What follows belongs to an exercise in optimizing a design on an open flow for small area and few clock cycles per item; a production flow would make more cautious choices.
Function was checked by simulation only, so behaviour that the tests miss may differ from the original.

==> flow/design.v, too long to show whole: its modules and the start of the top module <==
// module fp_mul_pipe: 2483 lines
// module fpm_fa: 10 lines
// module fpm_ha: 9 lines
module fp_mul_pipe #(
   parameter int EXP_W = 8,
   parameter int MAN_W = 23
) (
   input  logic                     clk,
   input  logic                     rst,
   input  logic                     in_valid,
   output logic                     in_ready,
   input  logic [EXP_W+MAN_W:0]     in_a,
   input  logic [EXP_W+MAN_W:0]     in_b,
   output logic                     out_valid,
   input  logic                     out_ready,
   output logic [EXP_W+MAN_W:0]     out_z,
   output logic [3:0]               out_flags
);
  // ...
==> flow/run.sh <==
#!/bin/bash
# synth_recipe.tcl (not shown) runs the flow's synth.tcl, then flattens the netlist and writes it again
# the make line also repeats each setting of config.mk as NAME=value (left out here)
make -C /OpenROAD-flow-scripts/flow DESIGN_CONFIG=/design/flow/config.mk WORK_HOME=/design/flow/orfs CLKGATE_MAP_FILE= SYNTH_SCRIPT=/design/flow/synth_recipe.tcl finish
==> flow/config.mk <==
export PLATFORM = sky130hd
export DESIGN_NAME = fp_mul_pipe
export DESIGN_NICKNAME = fp_mul_pipe
export VERILOG_FILES = /design/flow/design.v
export SDC_FILE = /design/flow/constraint.sdc
export NUM_CORES = 4
export LEC_CHECK = 0
export ABC_AREA = 1
export CAP_MARGIN = 20
export CORE_MARGIN = 2
export CORE_UTILIZATION = 50
export SLEW_MARGIN = 20
export SYNTH_HIERARCHICAL = 1
==> flow/constraint.sdc <==
create_clock -name core_clock -period 8.5 [get_ports {clk}]
set_input_delay 1.7000 -clock core_clock [delete_from_list [all_inputs] [get_ports {clk}]]
set_output_delay 1.7000 -clock core_clock [all_outputs]
set_load 0.01 [all_outputs]
==> implementation parameters, run 1 <==
Parameter                              Value

Placement
  Final RePlAce weighted congestion ... 1.003
  Post-detailed-placement cell area ... 20430 um2

Status
  Status ... no timing/DRC/antenna violations

Cells and area
  Layout overhead on the synthesized area ... 23.74%
  Layout Cells excl Fill ... 2759
  Number of multi-input combinational cells in the layout ... 1678
  Buffering overhead ... 0.1736
  Antenna cell count ... 0

Timing
  Ratio of final minimum period to clock period ... 0.9652
  Final worst-path setup slack ... 295.5 ps

Clock network
  Clock tree from TritonCTS ... yes
  Worst-Skew Late Latency ... 280 ps
  CTS max path bufs ... 2

Worst setup path
  Worst EP required ... 8540 ps
  Worst r2r src ... ov
  Slowest stage cell, crit path ... sky130_fd_sc_hd__fa_1
  Capturing point of the worst reg2reg path ... oz[20]
  Critical path depth ... 32
  Arrival time reported for the critical path endpoint ... 8240 ps

Logic synthesis
  Top-area cell type share of the netlist area ... 0.3067
  Avg Synthesized Cell Area ... 8.347 um2
  Sequential fraction of the synthesis area ... 0.06488
  Primary FF master, synth ... sky130_fd_sc_hd__edfxtp_1
  Post-Syn Area ... 16970 um2
  Multiplexer share of the synthesized area ... 0.002359

Min path
  Class of the worst hold path ... flip-flop to flip-flop
  Hold Crit Depth ... 3
Testbench counts, summed over its fixed seeds: cycles 12,008, items 12,000.
==> run 2, diff against run 1 <==
--- a/flow/config.mk
+++ b/flow/config.mk
@@ -8,6 +8,7 @@
 export ABC_AREA = 1
 export CAP_MARGIN = 20
 export CORE_MARGIN = 2
-export CORE_UTILIZATION = 50
+export CORE_UTILIZATION = 40
+export GPL_TIMING_DRIVEN = 0
 export SLEW_MARGIN = 20
 export SYNTH_HIERARCHICAL = 1
==> run 2 against run 1 <==
Routed wire length is 12% higher. Sequential cell count stayed put. Critical path type unchanged. Largest cell class unchanged.
==> implementation parameters, run 2 <==
Parameter                              Value

Cells and area
  Most common library cell in the layout ignoring fill and taps ... sky130_fd_sc_hd__xor2_1 (unchanged)
  Proportion of layout cells with a drive suffix above 1 ... 0.1952 (was 0.2055)
  Max reg flops ... 32 (unchanged)
  Commonest cells after routing, fill and taps aside ... sky130_fd_sc_hd__xor2_1, sky130_fd_sc_hd__nand2_1, sky130_fd_sc_hd__o22ai_1 (was sky130_fd_sc_hd__xor2_1, sky130_fd_sc_hd__buf_4, sky130_fd_sc_hd__nand2_1)
  Final instance area ... 20370 um2 (was 21000 um2)
  Antenna cell count ... 0 (unchanged)
  Most flops, register ... oz (unchanged)
  Top Registers ... oz (32), of (4), ov (1) (unchanged)
  Layout Cells excl Fill ... 2721 (was 2759)
  Layout overhead on the synthesized area ... 20.03% (was 23.74%)
  Total number of nets in the final design ... 2625 (was 2754)

Detailed routing
  Number of remaining DRC errors ... 0 (unchanged)
  Total via count in the routed design ... 16110 (was 16210)
  Average wire length per cell after detail routing ... 24.42 um (was 21.47 um)
  Count of TritonRoute iterations in the first routing pass ... 5 (was 6)
  Total wire length ... 66.43 mm (was 59.23 mm)
  Drt first-iter violations ... 1532 (was 1523)
  Detailed-route vias per instance ... 5.919 (was 5.876)
  Number of nets with antenna violations after detailed routing ... 0 (unchanged)

Timing
  Setup repair after global routing missed its margin ... true
  Worst clock skew on the final layout ... 6.040 ps (was 3.518 ps)
  Ratio of final minimum period to clock period ... 0.9800 (was 0.9652)
  Final worst-path setup slack ... 169.6 ps (was 295.5 ps)
  Setup violators final ... 0 (unchanged)
  Slew of the pin with the lowest slew margin ... 873.9 ps (was 895.1 ps)
  Fin. Hold Viols ... 0 (unchanged)
  Maximum achievable frequency ... 0.1200 GHz (was 0.1219 GHz)
  Final worst path period need ... 8330 ps (was 8205 ps)
  Worst relative slew slack ... 0.4174 (was 0.4032)
  Final Slew Violations ... 0 (unchanged)

Logic synthesis
  Post-Syn Area ... 16970 um2 (unchanged)
  Number of standard cells after synthesis ... 2033 (unchanged)
  FF+latch count, synth ... 37 (unchanged)
  Primary FF master, synth ... sky130_fd_sc_hd__edfxtp_1 (unchanged)
  Yosys cell types ... 56 (unchanged)
  Number of enable flip-flop cells after synthesis ... 36 (unchanged)
  Most instantiated library cell after synthesis ... sky130_fd_sc_hd__xor2_1 (unchanged)
  Fraction of synthesis flops using an asynchronous set or reset pin ... 0 (unchanged)
  Post-synth top area cell ... sky130_fd_sc_hd__fa_1 (unchanged)
  Ranking of synthesized cells by area ... sky130_fd_sc_hd__fa_1, sky130_fd_sc_hd__xor2_1, sky130_fd_sc_hd__o22ai_1, sky130_fd_sc_hd__ha_1, sky130_fd_sc_hd__edfxtp_1 (unchanged)
  Sequential fraction of the synthesis area ... 0.06488 (unchanged)
  Top-area cell type share of the netlist area ... 0.3067 (unchanged)
  Net count after synthesis ... 2477 (unchanged)
  Count of yosys warnings during synthesis ... 10 (unchanged)
  Avg Synthesized Cell Area ... 8.347 um2 (unchanged)
  Synth cell count leaders ... sky130_fd_sc_hd__xor2_1, sky130_fd_sc_hd__nand2_1, sky130_fd_sc_hd__o22ai_1, sky130_fd_sc_hd__fa_1, sky130_fd_sc_hd__inv_1 (unchanged)

Global routing
  Met3 track utilization from global routing ... 0.04097 (was 0.05066)
  Vias in the first global route ... 16270 (was 16010)
  Number of antenna violations at the first check in global routing ... 1 (unchanged)
  Largest net degree at the start of global routing ... 39 (unchanged)
  Tot GR Track Use ... 0.2983 (was 0.3343)
  Global-route wire length before repair ... 99.08 mm (was 91.14 mm)
  GR Layer Usage met1 ... 0.3994 (was 0.4477)
  Met2 GRT Util ... 0.4902 (was 0.5439)
  Overall overflow remaining after global route ... 0 (unchanged)
  Most congested layer reported by global routing ... met2 (unchanged)

Min path
  Class of the worst hold path ... flip-flop to flip-flop (unchanged)

Worst setup path
  Critical Setup Path Class ... input port to flip-flop (unchanged)
  Arrival time reported for the critical path endpoint ... 8360 ps (was 8240 ps)
  Critical Path Source Type ... input port (unchanged)
  Worst Setup End Kind ... flip-flop (unchanged)
  Highest fanout seen on the critical path ... 10 (was 13)
  Most used cell, CP ... sky130_fd_sc_hd__nand2_1 (unchanged)
  Worst EP required ... 8530 ps (was 8540 ps)
  Worst reg2reg setup slack ... 7160 ps (was 7380 ps)
  Slowest stage cell, crit path ... sky130_fd_sc_hd__fa_1 (unchanged)
  Slowest stage delay, CP ... 550 ps (was 540 ps)

Placement
  Place WS ... -2260 ps (was -195.9 ps)
  Final RePlAce weighted congestion ... 1.019 (was 1.003)
  Number of port buffers ... 104 (was 105)
  Post-detailed-placement cell area ... 18690 um2 (was 20430 um2)
  Cell count after placement ... 2676 (was 2742)
  Post-DP HPWL ... 53.70 mm (was 48.85 mm)

Die
  Overall die height ... 210.0 um (was 188.2 um)
  Initial core utilization ... 0.4046 (was 0.5074)
  DIE WIDTH ... 210.0 um (was 188.2 um)
  Floorplan core area ... 41950 um2 (was 33450 um2)
  Area of the die ... 44090 um2 (was 35430 um2)
  Top-Level Pins ... 106 (unchanged)
  Count of standard-cell rows ... 75 (was 67)

Status
  Status ... no timing/DRC/antenna violations (unchanged)

Clock network
  Hold buffer count at CTS ... 0 (unchanged)
  CTS max path bufs ... 2 (unchanged)
  Worst-Skew Late Latency ... 280 ps (about the same)
  Maximum level of the CTS H-tree ... 2 (unchanged)
  Clock tree from TritonCTS ... yes (unchanged)
  Root Driver ... sky130_fd_sc_hd__clkbuf_16 (unchanged)
  Number of sinks on the clock net ... 37 (unchanged)
  Total clock buffers created by CTS ... 5 (unchanged)
  Register clock-pin slew on the reported worst setup and hold paths ... 60 ps (was 50 ps)

Flow run
  Number of max-cap violations ... 0 (unchanged)
## run 2: cell counts after synthesis
No cell type changed its count.
## run 2: path summary, 6_finish.rpt
path	start	depth (start not counted)	end
worst min register to register	ov	2	ov
worst max register to register	ov	1	oz[24]
worst min-delay path	ov	2	ov
worst max-delay path	in_a[17]	34	oz[19]
## run 2: final cells by class
type | instances | area (um2)
buffer | 145 | 1116
clock inverter | 2 | 10.01
clock buffer | 6 | 128.9
inverter | 171 | 711.9
tap | 539 | 674.4
fill | 4134 | 21580
timing repair buffer | 143 | 1314
multi-input combinational | 1678 | 15310
sequential | 37 | 1101
## run 2: stage by stage
stage                     utilization  TNS (ps)  hold slack (ps)
after CTS                      0.4685         0             1187
final                          0.4856         0             1142
after floorplan                     -         0             1358
after global placement         0.4455    -64090             1515
after global routing           0.4856     -1097             1251
after detailed placement       0.4455    -71630             1161
## run 2: per-module statistics from Yosys (local to each module, per instance)
module	area (um2)	cells inside
fp_mul_pipe	11490	1749
fpm_fa	20.02	1
fpm_ha	12.51	1
## run 2: timing repair
action,CTS,global route
setup endpoints to repair,34,34
buffers inserted,24,13
pin swaps,14,57
gates cloned,2,0
gates resized for setup,320,233
## run 2: critical path, delay by kind of cell
kind	cells	cell delay [ps]
AND/OR/NAND/NOR	17	1640
buffers and inverters	6	1150
XOR/XNOR	1	180
adder cells (fa/ha/maj)	7	3200
AO/OA/AOI/OAI	3	450
## run 2: cell families (layout without fill, tap and decap cells)
logic type,count (synthesis),count (layout),share of synthesized area
compound gates,486,486,0.1718
xor+xnor,305,305,0.1583
fa+ha+maj,376,376,0.3922
buf+inv,318,467,0.07373
flops,37,37,0.06488
mux,4,4,0.002359
simple gates,507,507,0.1367
## run 2: layer usage
| metal | wire, um | vias up |
|---|---|---|
| met5 | 11 | - |
| met4 | 2991 | 2 |
| met3 | 5433 | 164 |
| met2 | 30590 | 864 |
| met1 | 27410 | 7878 |
| li1 | - | 7198 |
==> run 3, diff against run 2 <==
--- a/flow/config.mk
+++ b/flow/config.mk
@@ -12,3 +12,4 @@
 export GPL_TIMING_DRIVEN = 0
 export SLEW_MARGIN = 20
 export SYNTH_HIERARCHICAL = 1
+export TNS_END_PERCENT = 0
==> run 3 against run 2 <==
Final cell count hardly changed. Design area fell by 0.43%. Utilization decreased by 0.21 points.
==> implementation parameters, run 3 <==
Parameter                              Value

Status
  Status ... no timing/DRC/antenna violations (unchanged)

Logic synthesis
  Fraction of synthesis flops using an asynchronous set or reset pin ... 0 (unchanged)
  Yosys cell types ... 56 (unchanged)
  FF+latch count, synth ... 37 (unchanged)
  Avg Synthesized Cell Area ... 8.347 um2 (unchanged)
  Number of standard cells after synthesis ... 2033 (unchanged)
  Ranking of synthesized cells by area ... sky130_fd_sc_hd__fa_1, sky130_fd_sc_hd__xor2_1, sky130_fd_sc_hd__o22ai_1, sky130_fd_sc_hd__ha_1, sky130_fd_sc_hd__edfxtp_1 (unchanged)
  Most instantiated library cell after synthesis ... sky130_fd_sc_hd__xor2_1 (unchanged)
  Post-Syn Area ... 16970 um2 (unchanged)
  Net count after synthesis ... 2477 (unchanged)
  Synth cell count leaders ... sky130_fd_sc_hd__xor2_1, sky130_fd_sc_hd__nand2_1, sky130_fd_sc_hd__o22ai_1, sky130_fd_sc_hd__fa_1, sky130_fd_sc_hd__inv_1 (unchanged)
  Count of yosys warnings during synthesis ... 10 (unchanged)
  Sequential fraction of the synthesis area ... 0.06488 (unchanged)
  Number of enable flip-flop cells after synthesis ... 36 (unchanged)
  Top-area cell type share of the netlist area ... 0.3067 (unchanged)
  Post-synth top area cell ... sky130_fd_sc_hd__fa_1 (unchanged)
  Primary FF master, synth ... sky130_fd_sc_hd__edfxtp_1 (unchanged)

Clock network
  Total clock buffers created by CTS ... 5 (unchanged)
  Maximum level of the CTS H-tree ... 2 (unchanged)
  Hold buffer count at CTS ... 0 (unchanged)
  Register clock-pin slew on the reported worst setup and hold paths ... 60 ps (about the same)
  Root Driver ... sky130_fd_sc_hd__clkbuf_16 (unchanged)
  CTS max path bufs ... 2 (unchanged)
  Number of sinks on the clock net ... 37 (unchanged)
  Worst-Skew Late Latency ... 280 ps (about the same)
  Clock tree from TritonCTS ... yes (unchanged)

Detailed routing
  Detailed-route vias per instance ... 5.931 (was 5.919)
  Drt first-iter violations ... 1435 (was 1532)
  Total wire length ... 66.67 mm (was 66.43 mm)
  Total via count in the routed design ... 16130 (was 16110)
  Number of remaining DRC errors ... 0 (unchanged)
  Average wire length per cell after detail routing ... 24.52 um (was 24.42 um)
  Count of TritonRoute iterations in the first routing pass ... 6 (was 5)
  Number of nets with antenna violations after detailed routing ... 0 (unchanged)

Global routing
  Overall overflow remaining after global route ... 0 (unchanged)
  Number of antenna violations at the first check in global routing ... 0 (was 1)
  Tot GR Track Use ... 0.2984 (was 0.2983)
  Largest net degree at the start of global routing ... 39 (unchanged)
  Vias in the first global route ... 16300 (was 16270)
  Global-route wire length before repair ... 99.17 mm (was 99.08 mm)

Die
  Count of standard-cell rows ... 75 (unchanged)
  DIE WIDTH ... 210.0 um (unchanged)
  Initial core utilization ... 0.4046 (unchanged)
  Overall die height ... 210.0 um (unchanged)
  Top-Level Pins ... 106 (unchanged)
  Area of the die ... 44090 um2 (unchanged)
  Floorplan core area ... 41950 um2 (unchanged)

Timing
  Slew of the pin with the lowest slew margin ... 891.7 ps (was 873.9 ps)
  Fin. Hold Viols ... 0 (unchanged)
  Worst clock skew on the final layout ... 5.244 ps (was 6.040 ps)
  Worst relative slew slack ... 0.4055 (was 0.4174)
  Final Slew Violations ... 0 (unchanged)
  Setup repair after global routing missed its margin ... true (unchanged)
  Setup violators final ... 0 (unchanged)
  Final worst-path setup slack ... 154.2 ps (was 169.6 ps)
  Ratio of final minimum period to clock period ... 0.9819 (was 0.9800)
  Maximum achievable frequency ... 0.1198 GHz (was 0.1200 GHz)
  Final worst path period need ... 8346 ps (was 8330 ps)
  Total negative slack ... 0 ps (unchanged)

Worst setup path
  Critical Path Source Type ... input port (unchanged)
  Critical Setup Path Class ... input port to flip-flop (unchanged)
  Worst setup path startpoint ... in_a[14] (was in_a[17])
  Worst Setup End Kind ... flip-flop (unchanged)
  Highest fanout seen on the critical path ... 10 (unchanged)
  Worst r2r src ... ov (unchanged)
  Slowest stage delay, CP ... 640 ps (was 550 ps)
  Arrival time reported for the critical path endpoint ... 8370 ps (was 8360 ps)
  Number of cells on the worst reg-to-reg path ... 1 (unchanged)
  Most used cell, CP ... sky130_fd_sc_hd__nand2_1 (unchanged)
  Slowest stage cell, crit path ... sky130_fd_sc_hd__fa_1 (unchanged)
  Worst EP required ... 8530 ps (about the same)

Cells and area
  Top Registers ... oz (32), of (4), ov (1) (unchanged)
  Max reg flops ... 32 (unchanged)
  Most common library cell in the layout ignoring fill and taps ... sky130_fd_sc_hd__xor2_1 (unchanged)
  Most flops, register ... oz (unchanged)
  Layout overhead on the synthesized area ... 19.51% (was 20.03%)
  Register cell area after layout ... 1101 um2 (unchanged)
  Commonest cells after routing, fill and taps aside ... sky130_fd_sc_hd__xor2_1, sky130_fd_sc_hd__nand2_1, sky130_fd_sc_hd__o22ai_1, sky130_fd_sc_hd__fa_1, sky130_fd_sc_hd__inv_1 (was sky130_fd_sc_hd__xor2_1, sky130_fd_sc_hd__nand2_1, sky130_fd_sc_hd__o22ai_1)
  Fill cell count ... 4145 (was 4134)
  Proportion of layout cells with a drive suffix above 1 ... 0.1894 (was 0.1952)
  Total number of nets in the final design ... 2623 (was 2625)
  Area of combinational cells with multiple inputs ... 15250 um2 (was 15310 um2)
  Antenna cell count ... 0 (unchanged)

Min path
  Hold Crit Depth ... 2 (unchanged)
  Startpoint of the tightest hold check path ... ov (unchanged)
  Class of the worst hold path ... flip-flop to flip-flop (unchanged)

Placement
  Number of port buffers ... 104 (unchanged)
  Post-DP HPWL ... 53.70 mm (unchanged)
  Final RePlAce weighted congestion ... 1.019 (unchanged)
  Place WS ... -2260 ps (unchanged)

Flow run
  Number of max-cap violations ... 0 (unchanged)
run 3: cell types whose count changed in the layout (fill, tap and decap cells not counted), sizes merged:
cell	before	now
inv	158	159
buf	101	99
clkinv	11	10
run 3: worst paths after layout:
check             slack (ps)     end
hold / removal          1140      ov
setup / recovery         150  oz[19]
setup reg to reg        7160  oz[24]
hold reg to reg         1140      ov
run 3: logic make-up (layout without fill, tap and decap cells):
| group | after synthesis | in the layout | share of synthesized area |
|---|---|---|---|
| AND/OR/NAND/NOR | 507 | 507 | 0.1367 |
| AO/OA/AOI/OAI | 486 | 486 | 0.1718 |
| adder cells (fa/ha/maj) | 376 | 376 | 0.3922 |
| buffers and inverters | 318 | 465 | 0.07373 |
| XOR/XNOR | 305 | 305 | 0.1583 |
| flip-flops | 37 | 37 | 0.06488 |
| multiplexers | 4 | 4 | 0.002359 |
run 3: what timing repair did:
action,CTS,global route
pin swaps,14,44
cloned,2,0
setup buffers,22,13
gates resized for setup,306,239
setup endpoints to repair,34,34
run 3: routing by layer:
metal,GRT usage,up-vias,part of all wire
li1,-,7185,-
met1,0.3981,7895,0.42
met2,0.4903,868,0.46
met3,0.04440,178,0.080
met4,0.1162,0,0.046
met5,0,-,0
run 3: area by class of cell:
| type | instances | share of cell area |
|---|---|---|
| tap | 539 | 0.03325 |
| multi-input combinational | 1678 | 0.7520 |
| clock buffer | 6 | 0.006355 |
| sequential | 37 | 0.05429 |
| inverter | 171 | 0.03517 |
| timing repair buffer | 141 | 0.06404 |
| buffer | 145 | 0.05435 |
| clock inverter | 2 | 0.0004936 |
run 3: worst max-delay path, delay by kind of cell:
family          cells  cell delay, ps
xor+xnor            1             180
compound gates      3             480
buf+inv             6            1280
simple gates       17            1460
fa+ha+maj           7            3280
run 3: per-stage QoR:
| stage | utilization | instance area, um2 | hold slack, ps | std cells |
|---|---|---|---|---|
| floorplan | - | 16970 | 1358 | 2033 |
| global placement | 0.4455 | 18690 | 1515 | 2676 |
| detailed placement | 0.4455 | 18690 | 1161 | 2676 |
| CTS | 0.4675 | 19610 | 1187 | 2708 |
| global route | 0.4835 | 20280 | 1251 | 2719 |
| finish | 0.4835 | 20280 | 1137 | 2719 |
run 3: Yosys stat by module, one instance, submodules excluded:
module	cell area [um2]	flip-flops and latches	cells inside
fp_mul_pipe	11490	37	1749
fpm_ha	12.51	0	1
fpm_fa	20.02	0	1
==> run 4, diff against run 3 <==
--- a/flow/config.mk
+++ b/flow/config.mk
@@ -8,7 +8,7 @@
 export ABC_AREA = 1
 export CAP_MARGIN = 20
 export CORE_MARGIN = 2
-export CORE_UTILIZATION = 40
+export CORE_UTILIZATION = 45
 export GPL_TIMING_DRIVEN = 0
 export SLEW_MARGIN = 20
 export SYNTH_HIERARCHICAL = 1
==> run 4 against run 3 <==
Hold slack worse by 32 ps. Critical path type unchanged. First-iteration DRC count grew 5.6%. Critical endpoint is now oz[18]. Register-to-register slack gained 20 ps. Largest cell class unchanged. Routed wire length up 0.72%. Highest routed layer unchanged. Area after synthesis did not move.
==> implementation parameters, run 4 <==
Parameter                              Value

Worst setup path
  Slowest stage cell, crit path ... sky130_fd_sc_hd__fa_1 (unchanged)
  Slowest stage delay, CP ... 580 ps (was 640 ps)
  Category of cells accounting for the largest share of critical-path delay ... adder cells (unchanged)
  Critical Path Source Type ... input port (unchanged)
  Worst Setup End Kind ... flip-flop (unchanged)
  Number of buffer and inverter instances along the worst setup path ... 7 (was 6)
  Arrival time reported for the critical path endpoint ... 8330 ps (was 8370 ps)
  Worst EP required ... 8540 ps (was 8530 ps)
  Highest fanout seen on the critical path ... 10 (unchanged)
  Critical Setup Path Class ... input port to flip-flop (unchanged)

Clock network
  Number of sinks on the clock net ... 37 (unchanged)
  Worst-Skew Late Latency ... 280 ps (about the same)
  Maximum level of the CTS H-tree ... 2 (unchanged)
  Clock tree from TritonCTS ... yes (unchanged)
  Hold buffer count at CTS ... 0 (unchanged)
  Total clock buffers created by CTS ... 5 (unchanged)
  Register clock-pin slew on the reported worst setup and hold paths ... 50 ps (was 60 ps)
  CTS max path bufs ... 2 (unchanged)
  Root Driver ... sky130_fd_sc_hd__clkbuf_16 (unchanged)

Placement
  Place WS ... -2237 ps (was -2260 ps)
  Cell count after placement ... 2648 (was 2676)
  Post-DP HPWL ... 53.94 mm (was 53.70 mm)
  Final RePlAce weighted congestion ... 1.027 (was 1.019)
  Number of port buffers ... 104 (unchanged)

Timing
  Ratio of final minimum period to clock period ... 0.9761 (was 0.9819)
  Total negative slack ... 0 ps (unchanged)
  Worst clock skew on the final layout ... 3.069 ps (was 5.244 ps)
  Final worst path period need ... 8297 ps (was 8346 ps)
  Slew of the pin with the lowest slew margin ... 1011 ps (was 891.7 ps)
  Final Slew Violations ... 0 (unchanged)
  Final worst-path setup slack ... 203.4 ps (was 154.2 ps)
  Maximum achievable frequency ... 0.1205 GHz (was 0.1198 GHz)
  Worst hold slack across all endpoints ... 1104 ps (was 1137 ps)
  Worst relative slew slack ... 0.3259 (was 0.4055)
  Setup violators final ... 0 (unchanged)
  Fin. Hold Viols ... 0 (unchanged)

Cells and area
  Layout Cells excl Fill ... 2707 (was 2719)
  Fraction of the core area covered by cells at the end of the flow ... 0.5478 (was 0.4835)
  Most common library cell in the layout ignoring fill and taps ... sky130_fd_sc_hd__xor2_1 (unchanged)
  Top Registers ... oz (32), of (4), ov (1) (unchanged)
  Area of combinational cells with multiple inputs ... 15320 um2 (was 15250 um2)
  Total number of nets in the final design ... 2638 (was 2623)
  Max reg flops ... 32 (unchanged)
  Proportion of layout cells with a drive suffix above 1 ... 0.1964 (was 0.1894)
  Layout overhead on the synthesized area ... 20.73% (was 19.51%)
  Fill cell count ... 3575 (was 4145)
  Most flops, register ... oz (unchanged)
  Commonest cells after routing, fill and taps aside ... sky130_fd_sc_hd__xor2_1, sky130_fd_sc_hd__fa_1, sky130_fd_sc_hd__nand2_1 (was sky130_fd_sc_hd__xor2_1, sky130_fd_sc_hd__nand2_1, sky130_fd_sc_hd__o22ai_1, sky130_fd_sc_hd__fa_1, sky130_fd_sc_hd__inv_1)
  Register cell area after layout ... 1101 um2 (unchanged)

Detailed routing
  Number of nets with antenna violations after detailed routing ... 0 (unchanged)
  Average wire length per cell after detail routing ... 24.81 um (was 24.52 um)
  Drt first-iter violations ... 1515 (was 1435)
  Number of remaining DRC errors ... 0 (unchanged)
  Total wire length ... 67.16 mm (was 66.67 mm)
  Detailed-route vias per instance ... 5.993 (was 5.931)
  Count of TritonRoute iterations in the first routing pass ... 6 (unchanged)
  Total via count in the routed design ... 16220 (was 16130)

Die
  DIE WIDTH ... 198.2 um (was 210.0 um)
  Overall die height ... 198.2 um (was 210.0 um)
  Top-Level Pins ... 106 (unchanged)
  Area of the die ... 39280 um2 (was 44090 um2)
  Initial core utilization ... 0.4537 (was 0.4046)
  Floorplan core area ... 37400 um2 (was 41950 um2)
  Count of standard-cell rows ... 71 (was 75)

Logic synthesis
  Number of standard cells after synthesis ... 2033 (unchanged)
  Post-synth top area cell ... sky130_fd_sc_hd__fa_1 (unchanged)
  Primary FF master, synth ... sky130_fd_sc_hd__edfxtp_1 (unchanged)
  Synth cell count leaders ... sky130_fd_sc_hd__xor2_1, sky130_fd_sc_hd__nand2_1, sky130_fd_sc_hd__o22ai_1, sky130_fd_sc_hd__fa_1, sky130_fd_sc_hd__inv_1 (unchanged)
  Most instantiated library cell after synthesis ... sky130_fd_sc_hd__xor2_1 (unchanged)
  Sequential fraction of the synthesis area ... 0.06488 (unchanged)
  Post-Syn Area ... 16970 um2 (unchanged)
  Yosys cell types ... 56 (unchanged)
  Fraction of synthesis flops using an asynchronous set or reset pin ... 0 (unchanged)
  Top-area cell type share of the netlist area ... 0.3067 (unchanged)
  Net count after synthesis ... 2477 (unchanged)
  Ranking of synthesized cells by area ... sky130_fd_sc_hd__fa_1, sky130_fd_sc_hd__xor2_1, sky130_fd_sc_hd__o22ai_1, sky130_fd_sc_hd__ha_1, sky130_fd_sc_hd__edfxtp_1 (unchanged)
  FF+latch count, synth ... 37 (unchanged)
  Count of yosys warnings during synthesis ... 10 (unchanged)
  Avg Synthesized Cell Area ... 8.347 um2 (unchanged)
  Number of enable flip-flop cells after synthesis ... 36 (unchanged)

Global routing
  Largest net degree at the start of global routing ... 39 (unchanged)
  Global-route wire length before repair ... 99.77 mm (was 99.17 mm)
  Vias in the first global route ... 16390 (was 16300)
  Overall overflow remaining after global route ... 0 (unchanged)
  Tot GR Track Use ... 0.3418 (was 0.2984)
  Number of antenna violations at the first check in global routing ... 1 (was 0)

Status
  Status ... no timing/DRC/antenna violations (unchanged)

Min path
  Class of the worst hold path ... flip-flop to flip-flop (unchanged)

Flow run
  Number of max-cap violations ... 0 (unchanged)
-- run 4: cell counts after synthesis --
Identical to the previous run, type by type.
-- run 4: logic make-up after synthesis --
family                     Yosys count  synth area share
and+or+nand+nor                    507            0.1367
buffers and inverters              318           0.07373
DFF                                 37           0.06488
muxes                                4          0.002359
AOI/OAI and AO/OA                  486            0.1718
adders and majority gates          376            0.3922
xor gates and xnor gates           305            0.1583
-- run 4: layer usage --
metal / part of all wire / up-vias / GRT usage
li1: - / 7211 / -
met1: 0.41 / 7971 / 0.4471
met2: 0.45 / 866 / 0.5511
met3: 0.091 / 176 / 0.06268
met4: 0.052 / 0 / 0.1543
met5: 0 / - / 0
-- run 4: worst paths after layout --
path	end	slack, ps	startpoint	cells past startpoint
hold reg to reg	ov	1100	ov	2
setup reg to reg	oz[28]	7180	ov	1
setup / recovery	oz[18]	200	in_a[16]	35
hold / removal	ov	1100	ov	2
-- run 4: cell type report --
type / count / share of cell area
Tap cell: 511 / 0.03121
Multi-Input combinational cell: 1678 / 0.7476
Clock buffer: 6 / 0.006779
Antenna cell: 1 / 0.0001221
Clock inverter: 2 / 0.001832
Inverter: 171 / 0.03444
Sequential cell: 37 / 0.05374
Buffer: 145 / 0.05417
Timing Repair Buffer: 156 / 0.07011
-- run 4: what timing repair did --
item | 4_1_cts | 5_1_grt
gates cloned | 1 | 0
setup buffers | 22 | 29
pin swaps | 14 | 59
endpoints found under the hold margin | 0 | 0
setup endpoints to repair | 34 | 34
gates resized for setup | 312 | 258
-- run 4: modules after synthesis, one instance, submodules excluded --
module	area, um2	flops+latches
fp_mul_pipe	11490	37
fpm_fa	20.02	0
fpm_ha	12.51	0
-- run 4: metrics by stage --
stage / area [um2]
finish: 20490
global placement: 18650
global route: 20490
CTS: 19620
floorplan: 16970
detailed placement: 18650
==> run 5, diff against run 4 <==
--- a/flow/config.mk
+++ b/flow/config.mk
@@ -8,8 +8,6 @@
 export ABC_AREA = 1
 export CAP_MARGIN = 20
 export CORE_MARGIN = 2
-export CORE_UTILIZATION = 45
-export GPL_TIMING_DRIVEN = 0
+export CORE_UTILIZATION = 40
 export SLEW_MARGIN = 20
 export SYNTH_HIERARCHICAL = 1
-export TNS_END_PERCENT = 0
==> run 5 against run 4 <==
First-iteration DRC count decreased by 12%. Fmax up 1.7%. Die area increased by 12%. Highest routed layer unchanged. Hold slack lost 230 ps. Area after synthesis unchanged. Clock skew grew 1.9 ps. Critical path depth down 5. Utilization fell by 5.3 points.
==> implementation parameters, run 5 <==
Parameter                              Value

Die
  Overall die height ... 210.0 um (was 198.2 um)
  Count of standard-cell rows ... 75 (was 71)
  Floorplan core area ... 41950 um2 (was 37400 um2)
  Top-Level Pins ... 106 (unchanged)
  DIE WIDTH ... 210.0 um (was 198.2 um)
  Area of the die ... 44090 um2 (was 39280 um2)
  Initial core utilization ... 0.4046 (was 0.4537)

Clock network
  Worst-Skew Late Latency ... 280 ps (about the same)
  Clock tree from TritonCTS ... yes (unchanged)
  Hold buffer count at CTS ... 0 (unchanged)
  Root Driver ... sky130_fd_sc_hd__clkbuf_16 (unchanged)
  Number of sinks on the clock net ... 37 (unchanged)
  Maximum level of the CTS H-tree ... 2 (unchanged)
  CTS max path bufs ... 2 (unchanged)
  Total clock buffers created by CTS ... 5 (unchanged)
  Register clock-pin slew on the reported worst setup and hold paths ... 50 ps (about the same)

Logic synthesis
  Avg Synthesized Cell Area ... 8.347 um2 (unchanged)
  Sequential fraction of the synthesis area ... 0.06488 (unchanged)
  Ranking of synthesized cells by area ... sky130_fd_sc_hd__fa_1, sky130_fd_sc_hd__xor2_1, sky130_fd_sc_hd__o22ai_1, sky130_fd_sc_hd__ha_1, sky130_fd_sc_hd__edfxtp_1 (unchanged)
  Number of enable flip-flop cells after synthesis ... 36 (unchanged)
  Synth cell count leaders ... sky130_fd_sc_hd__xor2_1, sky130_fd_sc_hd__nand2_1, sky130_fd_sc_hd__o22ai_1, sky130_fd_sc_hd__fa_1, sky130_fd_sc_hd__inv_1 (unchanged)
  Primary FF master, synth ... sky130_fd_sc_hd__edfxtp_1 (unchanged)
  Number of standard cells after synthesis ... 2033 (unchanged)
  Post-Syn Area ... 16970 um2 (unchanged)
  FF+latch count, synth ... 37 (unchanged)
  Fraction of synthesis flops using an asynchronous set or reset pin ... 0 (unchanged)
  Post-synth top area cell ... sky130_fd_sc_hd__fa_1 (unchanged)
  Yosys cell types ... 56 (unchanged)
  Top-area cell type share of the netlist area ... 0.3067 (unchanged)
  Count of yosys warnings during synthesis ... 10 (unchanged)
  Net count after synthesis ... 2477 (unchanged)
  Most instantiated library cell after synthesis ... sky130_fd_sc_hd__xor2_1 (unchanged)

Cells and area
  Commonest cells after routing, fill and taps aside ... sky130_fd_sc_hd__xor2_1, sky130_fd_sc_hd__nand2_1, sky130_fd_sc_hd__buf_4 (was sky130_fd_sc_hd__xor2_1, sky130_fd_sc_hd__fa_1, sky130_fd_sc_hd__nand2_1)
  Proportion of layout cells with a drive suffix above 1 ... 0.1921 (was 0.1964)
  Layout Cells excl Fill ... 2819 (was 2707)
  Layout overhead on the synthesized area ... 22.30% (was 20.73%)
  Top Registers ... oz (32), of (4), ov (1) (unchanged)
  Register cell area after layout ... 1101 um2 (unchanged)
  Total number of nets in the final design ... 2723 (was 2638)
  Area of combinational cells with multiple inputs ... 14880 um2 (was 15320 um2)
  Max reg flops ... 32 (unchanged)
  Final instance area ... 20750 um2 (was 20490 um2)
  Antenna cell count ... 0 (was 1)
  Most flops, register ... oz (unchanged)
  Fraction of the core area covered by cells at the end of the flow ... 0.4948 (was 0.5478)
  Most common library cell in the layout ignoring fill and taps ... sky130_fd_sc_hd__xor2_1 (unchanged)
  Fill cell count ... 4002 (was 3575)

Timing
  Final worst-path setup slack ... 339.4 ps (was 203.4 ps)
  Fin. Hold Viols ... 0 (unchanged)
  Worst relative slew slack ... 0.3803 (was 0.3259)
  Maximum achievable frequency ... 0.1225 GHz (was 0.1205 GHz)
  Slew of the pin with the lowest slew margin ... 921.1 ps (was 1011 ps)
  Final Slew Violations ... 0 (unchanged)
  Ratio of final minimum period to clock period ... 0.9601 (was 0.9761)
  Final worst path period need ... 8161 ps (was 8297 ps)
  Worst clock skew on the final layout ... 4.986 ps (was 3.069 ps)
  Setup violators final ... 0 (unchanged)

Worst setup path
  Worst r2r src ... ov (unchanged)
  Worst EP required ... 8530 ps (was 8540 ps)
  Number of cells on the worst reg-to-reg path ... 2 (was 1)
  Critical Setup Path Class ... input port to flip-flop (unchanged)
  Slowest stage cell, crit path ... sky130_fd_sc_hd__fa_1 (unchanged)
  Worst reg2reg setup slack ... 7360 ps (was 7180 ps)
  Capturing point of the worst reg2reg path ... of[1] (was oz[28])
  Worst setup path startpoint ... in_b[10] (was in_a[16])
  Highest fanout seen on the critical path ... 12 (was 10)
  Critical Path Source Type ... input port (unchanged)
  Category of cells accounting for the largest share of critical-path delay ... adder cells (unchanged)
  Number of buffer and inverter instances along the worst setup path ... 8 (was 7)
  Worst Setup End Kind ... flip-flop (unchanged)
  Arrival time reported for the critical path endpoint ... 8200 ps (was 8330 ps)
  Slowest stage delay, CP ... 550 ps (was 580 ps)

Detailed routing
  Number of nets with antenna violations after detailed routing ... 0 (unchanged)
  Drt first-iter violations ... 1329 (was 1515)
  Detailed-route vias per instance ... 5.679 (was 5.993)
  Total wire length ... 60.23 mm (was 67.16 mm)
  Count of TritonRoute iterations in the first routing pass ... 6 (unchanged)
  Number of remaining DRC errors ... 0 (unchanged)
  Total via count in the routed design ... 16010 (was 16220)
  Average wire length per cell after detail routing ... 21.37 um (was 24.81 um)

Global routing
  Largest net degree at the start of global routing ... 38 (was 39)
  Number of antenna violations at the first check in global routing ... 1 (unchanged)
  Global-route wire length before repair ... 92.90 mm (was 99.77 mm)
  Tot GR Track Use ... 0.2713 (was 0.3418)
  Vias in the first global route ... 16130 (was 16390)
  Overall overflow remaining after global route ... 0 (unchanged)

Placement
  Final RePlAce weighted congestion ... 0.9706 (was 1.027)
  Place WS ... -449.9 ps (was -2237 ps)
  Post-detailed-placement cell area ... 20230 um2 (was 18650 um2)
  Post-DP HPWL ... 49.58 mm (was 53.94 mm)
  Cell count after placement ... 2798 (was 2648)
  Number of port buffers ... 105 (was 104)

Min path
  Class of the worst hold path ... flip-flop to flip-flop (unchanged)
  Startpoint of the tightest hold check path ... ov (unchanged)
  Hold Crit Endpoint ... ov (unchanged)
  Hold Crit Depth ... 3 (was 2)

Status
  Status ... no timing/DRC/antenna violations (unchanged)

Flow run
  Number of max-cap violations ... 0 (unchanged)
-- run 5: final cells by class --
cell class,instances,share of cell area
inverter,171,0.03129
sequential,37,0.05305
timing repair buffer,384,0.1596
clock buffer,6,0.006209
clock inverter,2,0.0004823
tap,539,0.03249
multi-input combinational,1680,0.7168
-- run 5: timing repair --
action | CTS | global route
endpoints found under the setup margin | 34 | 34
endpoints found under the hold margin | 0 | 0
gates cloned | 0 | 3
pin swaps | 0 | 18
gates resized for setup | 1 | 92
buffers inserted | 0 | 10
-- run 5: worst max path at each step --
stage	endpoint	slack, ps	depth (start not counted)
after detailed placement	oz[25]	-450	38
after floorplan	of[1]	50	39
final	oz[4]	340	30
after global placement	oz[25]	-330	37
after global routing	oz[14]	-70	37
after CTS	oz[25]	60	40
-- run 5: kinds of logic after synthesis --
family | share of synthesized area
mux | 0.002359
simple gates | 0.1367
fa+ha+maj | 0.3922
flops | 0.06488
compound gates | 0.1718
xor+xnor | 0.1583
buf+inv | 0.07373
-- run 5: per-stage QoR --
step           hold slack (ps)  TNS, ps
6_report                 874.7        0
5_1_grt                  943.9    -1150
4_1_cts                  901.7        0
3_5_place_dp             883.9   -14100
3_3_place_gp             850.5    -9906
2_1_floorplan             1358        0
-- run 5: tightest hold or removal path, stage by stage (launching register included) --
cell and delay, ps:
sky130_fd_sc_hd__dfxtp_1 330, sky130_fd_sc_hd__nand2_1 80, sky130_fd_sc_hd__buf_4 260, sky130_fd_sc_hd__a21oi_1 170
-- run 5: Yosys stat by module, one instance, submodules excluded --
module       flops+latches  cells  times used
fp_mul_pipe             37   1749           1
fpm_fa                   0      1         256
fpm_ha                   0      1          28
-- run 5: per-layer routing --
layer,up-vias,wire [um],GRT usage
met3,94,4604,0.03159
met1,7766,25830,0.3765
met2,756,28060,0.4501
met4,0,1736,0.07410
li1,7394,-,-
met5,-,0,0

## port drivers added, routing unchanged
The results above use ideal ports. As a check the final layouts listed here were re-extracted and re-timed, cells and wires unchanged.
Step 1: set_driving_cell puts a clkbuf_16 on clk and a buf_2 on each other input, an assumption about the parent block.
Step 2 times the ports against the registers' clock, not the clock port: input delays grow and output delays shrink by t, the midpoint of the rising clock arrivals with the driver on.
Three values: ideal ports, drivers, drivers and shift; two values: the first two.
run | t (ns) | setup slack, ns | clock arrival spread, ns | worst register clock-pin slew, ns
run 1 | 0.313 | 0.295 / 0.310 / -0.003 | 0.004 / 0.004 | 0.05 / 0.05
run 2 | 0.315 | 0.170 / 0.185 / -0.129 | 0.007 / 0.007 | 0.06 / 0.06
run 3 | 0.314 | 0.154 / 0.175 / -0.139 | 0.006 / 0.006 | 0.06 / 0.06
run 4 | 0.316 | 0.203 / 0.210 / -0.106 | 0.003 / 0.004 | 0.06 / 0.06
run 5 | 0.308 | 0.339 / 0.318 / 0.010 | 0.005 / 0.005 | 0.05 / 0.05
Met with ideal ports but missed after step 2: setup timing in run 1, run 2, run 3 and run 4. For run 5, which loses most, drivers alone change the setup slack by -0.021 ns; drivers and shift together by -0.329 ns.
